What follows belongs to an exercise in optimizing a design on an open flow for small area, a short achievable clock period and few clock cycles; a production flow would make more cautious choices. Where RTL was checked, it was by simulation tests only, not by an equivalence proof against the original. Power and IR drop assume default switching activity.

Setup of job 9438:
==> module bf16_dual_lane_dot_product, before the edit <==
module bf16_dual_lane_dot_product (
   input  logic        clock,
   input  logic        reset,
   input  logic        req_valid,
   output logic        req_ready,
   input  logic [15:0] req_a_first,
   input  logic [15:0] req_b_first,
   input  logic [15:0] req_a_second,
   input  logic [15:0] req_b_second,
   input  logic        req_pair_valid,
   input  logic        req_last,
   output logic        rsp_valid,
   input  logic        rsp_ready,
   output logic [15:0] rsp_sum
);
   logic        accept;
   logic        s1_valid_ff, s1_last_ff;
   logic        s2_valid_ff, s2_last_ff;
   logic        s3_valid_ff, s3_last_ff;
   logic        s4_valid_ff, s4_last_ff;
   logic [15:0] prod_first, prod_second;
   logic [8:0]  esum_first, esum_second;
   logic        carry_first, carry_second;
   logic [8:0]  pdiff_ff;
   logic [15:0] term_in, term3_ff, term4_ff;
   logic [15:0] acc_ff, acc_in;
   logic [8:0]  diff_ff, diff_in;
   logic        fresh_ff;
   logic        ready_ff;
   logic        rsp_valid_ff, q1_valid_ff;
   logic [15:0] rsp_sum_ff, q1_ff;
   logic        res_valid, deq, head_free;
   logic        rsp_valid_in, q1_valid_in;
   logic [2:0]  pending;
   assign accept = req_valid && req_ready && !reset;
   bfdp_lane u_lane_first (
      .clock(clock), .kill(1'b0), .a(req_a_first), .b(req_b_first),
      .product(prod_first), .esum(esum_first), .carry(carry_first)
   );
   bfdp_lane u_lane_second (
      .clock(clock), .kill(!req_pair_valid), .a(req_a_second), .b(req_b_second),
      .product(prod_second), .esum(esum_second), .carry(carry_second)
   );
   logic [9:0] ed, ed_p1, ed_m1;
   assign ed    = {1'b0, esum_first} - {1'b0, esum_second};
   assign ed_p1 = ed + 10'd1;
   assign ed_m1 = ed - 10'd1;
   always_ff @(posedge clock) begin
      if (carry_first && !carry_second) pdiff_ff <= ed_p1[8:0];
      else if (!carry_first && carry_second) pdiff_ff <= ed_m1[8:0];
      else pdiff_ff <= ed[8:0];
   end
   logic       m_by, m_inc, m_dec, m_near;
   logic [2:0] m_lz;
   logic [7:0] m_lead;
   bfdp_add u_merge (
      .x(prod_first), .y(prod_second), .d(pdiff_ff), .xz(1'b0), .r(term_in),
      .base_y(m_by), .inc(m_inc), .dec(m_dec), .near(m_near), .lz(m_lz),
      .lead(m_lead)
   );
   logic       a_by, a_inc, a_dec, a_near;
   logic [2:0] a_lz;
   logic [7:0] a_lead;
   bfdp_add u_acc (
      .x(acc_ff), .y(term4_ff), .d(diff_ff), .xz(fresh_ff), .r(acc_in),
      .base_y(a_by), .inc(a_inc), .dec(a_dec), .near(a_near), .lz(a_lz),
      .lead(a_lead)
   );
   logic [8:0] qb, qb_p1, qb_m1;
   logic [3:0] ql;   
   logic [5:0] qh_m1;
   logic [8:0] qn;
   assign qb    = bfdp_pkg::add8(a_by ? term4_ff[14:7] : acc_ff[14:7], ~term3_ff[14:7], 1'b1) ^
                  9'h100;
   assign qb_p1 = qb + 9'd1;
   assign qb_m1 = qb - 9'd1;
   always_comb begin
      ql = 4'd0;
      for (int k = 0; k < 8; k++) begin
         if (a_lead[k]) ql = ql | ({1'b0, qb[2:0]} - 4'(k));
      end
   end
   assign qh_m1 = qb[8:3] - 6'd1;
   assign qn    = {ql[3] ? qh_m1 : qb[8:3], ql[2:0]};
   always_comb begin
      if (a_inc) diff_in = qb_p1;
      else if (a_dec) diff_in = qb_m1;
      else if (a_near) diff_in = qn;
      else diff_in = qb;
   end
   assign res_valid = s4_valid_ff && s4_last_ff;
   assign deq       = rsp_valid_ff && rsp_ready;
   assign head_free = !rsp_valid_ff || deq;
   assign rsp_valid_in = head_free ? (q1_valid_ff || res_valid) : 1'b1;
   assign q1_valid_in  = head_free ? (q1_valid_ff && res_valid) : (q1_valid_ff || res_valid);
   assign pending = {2'b0, rsp_valid_in} + {2'b0, q1_valid_in} +
                    {2'b0, accept && req_last} + {2'b0, s1_valid_ff && s1_last_ff} +
                    {2'b0, s2_valid_ff && s2_last_ff} + {2'b0, s3_valid_ff && s3_last_ff};
   assign req_ready = ready_ff || !req_last;
   always_ff @(posedge clock) begin
      term3_ff <= term_in;
      term4_ff <= s3_valid_ff ? term3_ff : 16'h8000;
      acc_ff   <= acc_in;
      diff_ff  <= diff_in;
      if (head_free) rsp_sum_ff <= q1_valid_ff ? q1_ff : acc_in;
      if (res_valid && (!head_free || q1_valid_ff)) q1_ff <= acc_in;
      s1_last_ff <= req_last;
      s2_last_ff <= s1_last_ff;
      s3_last_ff <= s2_last_ff;
      s4_last_ff <= s3_last_ff;
      if (reset) begin
         s1_valid_ff  <= 1'b0;
         s2_valid_ff  <= 1'b0;
         s3_valid_ff  <= 1'b0;
         s4_valid_ff  <= 1'b0;
         fresh_ff     <= 1'b1;
         ready_ff     <= 1'b1;
         rsp_valid_ff <= 1'b0;
         q1_valid_ff  <= 1'b0;
      end else begin
         s1_valid_ff  <= accept;
         s2_valid_ff  <= s1_valid_ff;
         s3_valid_ff  <= s2_valid_ff;
         s4_valid_ff  <= s3_valid_ff;
         if (s4_valid_ff) fresh_ff <= s4_last_ff;
         ready_ff     <= (pending <= 3'd1);
         rsp_valid_ff <= rsp_valid_in;
         q1_valid_ff  <= q1_valid_in;
      end
   end
   assign rsp_valid = rsp_valid_ff;
   assign rsp_sum   = rsp_sum_ff;
endmodule
export LEC_CHECK = 0
export ABC_AREA = 1
export CAP_MARGIN = 20
export CORE_MARGIN = 2
export CORE_UTILIZATION = 40
export SLEW_MARGIN = 20
export TNS_END_PERCENT = 30
create_clock -name core_clock -period 10.5 [get_ports {clock}]
standard.sh (not shown) runs the stock make flow with config.mk's settings and CLKGATE_MAP_FILE= SYNTH_SCRIPT=/design/flow/synth_recipe.tcl, a recipe that flattens the netlist after the stock synthesis.
==> flow/flow/run.sh <==
#!/bin/bash
# Standard layout (the standard.sh), with the timing repair aimed at a
# shorter period than the clock's and plain buffers on the ports.  The clock
# and constraints are the design's.
export SETUP_SLACK_MARGIN=6
export BUFFER_PORTS_ARGS="-buffer_cell sky130_fd_sc_hd__buf_2"
bash standard.sh > standard.log 2>&1
Testbench counts of job 9438, summed over its fixed seeds: cycles 40,230.
> inputs changed (job 9438 -> job 6815)
-- flow/design.v --
<<< job 9438, line 688
      .lead(a_lead)
   );
   logic [8:0] qb, qb_p1, qb_m1;
   logic [3:0] ql;   
   logic [5:0] qh_m1;
   logic [8:0] qn;
   assign qb    = bfdp_pkg::add8(a_by ? term4_ff[14:7] : acc_ff[14:7], ~term3_ff[14:7], 1'b1) ^
                  9'h100;
   assign qb_p1 = qb + 9'd1;
   assign qb_m1 = qb - 9'd1;
>>> job 6815, line 688
      .lead(a_lead)
   );
   logic [8:0] q_a, q_t, qb, qb_p1, qb_m1;
   logic [3:0] ql;   
   logic [5:0] qh_m1;
   logic [8:0] qn;
   assign q_a   = bfdp_pkg::add8(acc_ff[14:7], ~term3_ff[14:7], 1'b1) ^ 9'h100;
   assign q_t   = bfdp_pkg::add8(term4_ff[14:7], ~term3_ff[14:7], 1'b1) ^ 9'h100;
   assign qb    = a_by ? q_t : q_a;
   assign qb_p1 = qb + 9'd1;
   assign qb_m1 = qb - 9'd1;
Delta (job 6815 minus job 9438): number of cells after detailed placement rose by about 2%, post-CTS setup buffer count shows a reduction of about 30%, power consumed by the clock network neither gained nor lost much, maximum frequency neither gained nor lost much, per-cell via count in the routed design shows a reduction of about 2%. When job 6815 is set beside job 9438, its design area turns out to be 170 sq um larger. On hold slack, job 6815 and job 9438 are basically level. Compared with job 9438, overall power of the completed layout in job 6815 increased by a few percent. Against job 9438 as the reference, job 6815 delivers a higher worst vdd rail ir drop. First-pass GRT wire length came out lower on job 6815 than on job 9438. Changes observed in job 6815 relative to job 9438: proportion of power drawn by the clock network has decreased, cell count +83.
For job 6815, only the layout was checked, not whether the RTL still works.

-- what the ideal ports hide --
No port has a modelled driver above. Below, the same layouts with a new extraction and two added sets of constraints. Step 1: set_driving_cell puts a clkbuf_16 on clock and a buf_2 on each other input, an assumption about the parent block. Step 2 adds t to the input delays and takes it off the output delays; t is the mean of the earliest and latest rising clock arrival at the registers after step 1. Input paths then give back, and output paths get back, about the clock's delay inside the block. Three values: no drivers, after step 1, after step 2; two values: the first two.
run	t (ns)	setup slack, ns	latest minus earliest clock arrival (ns)	worst data-port slew with drivers (ns)
job 9438	0.563	5.913 / 5.862 / 5.523	0.024 / 0.024	0.05
job 6815	0.552	5.911 / 5.892 / 5.513	0.015 / 0.016	0.06
After both steps every run listed still meets setup and hold. The setup slack of job 6815, which loses most, moves by -0.019 ns with the drivers and by -0.398 ns with both steps.
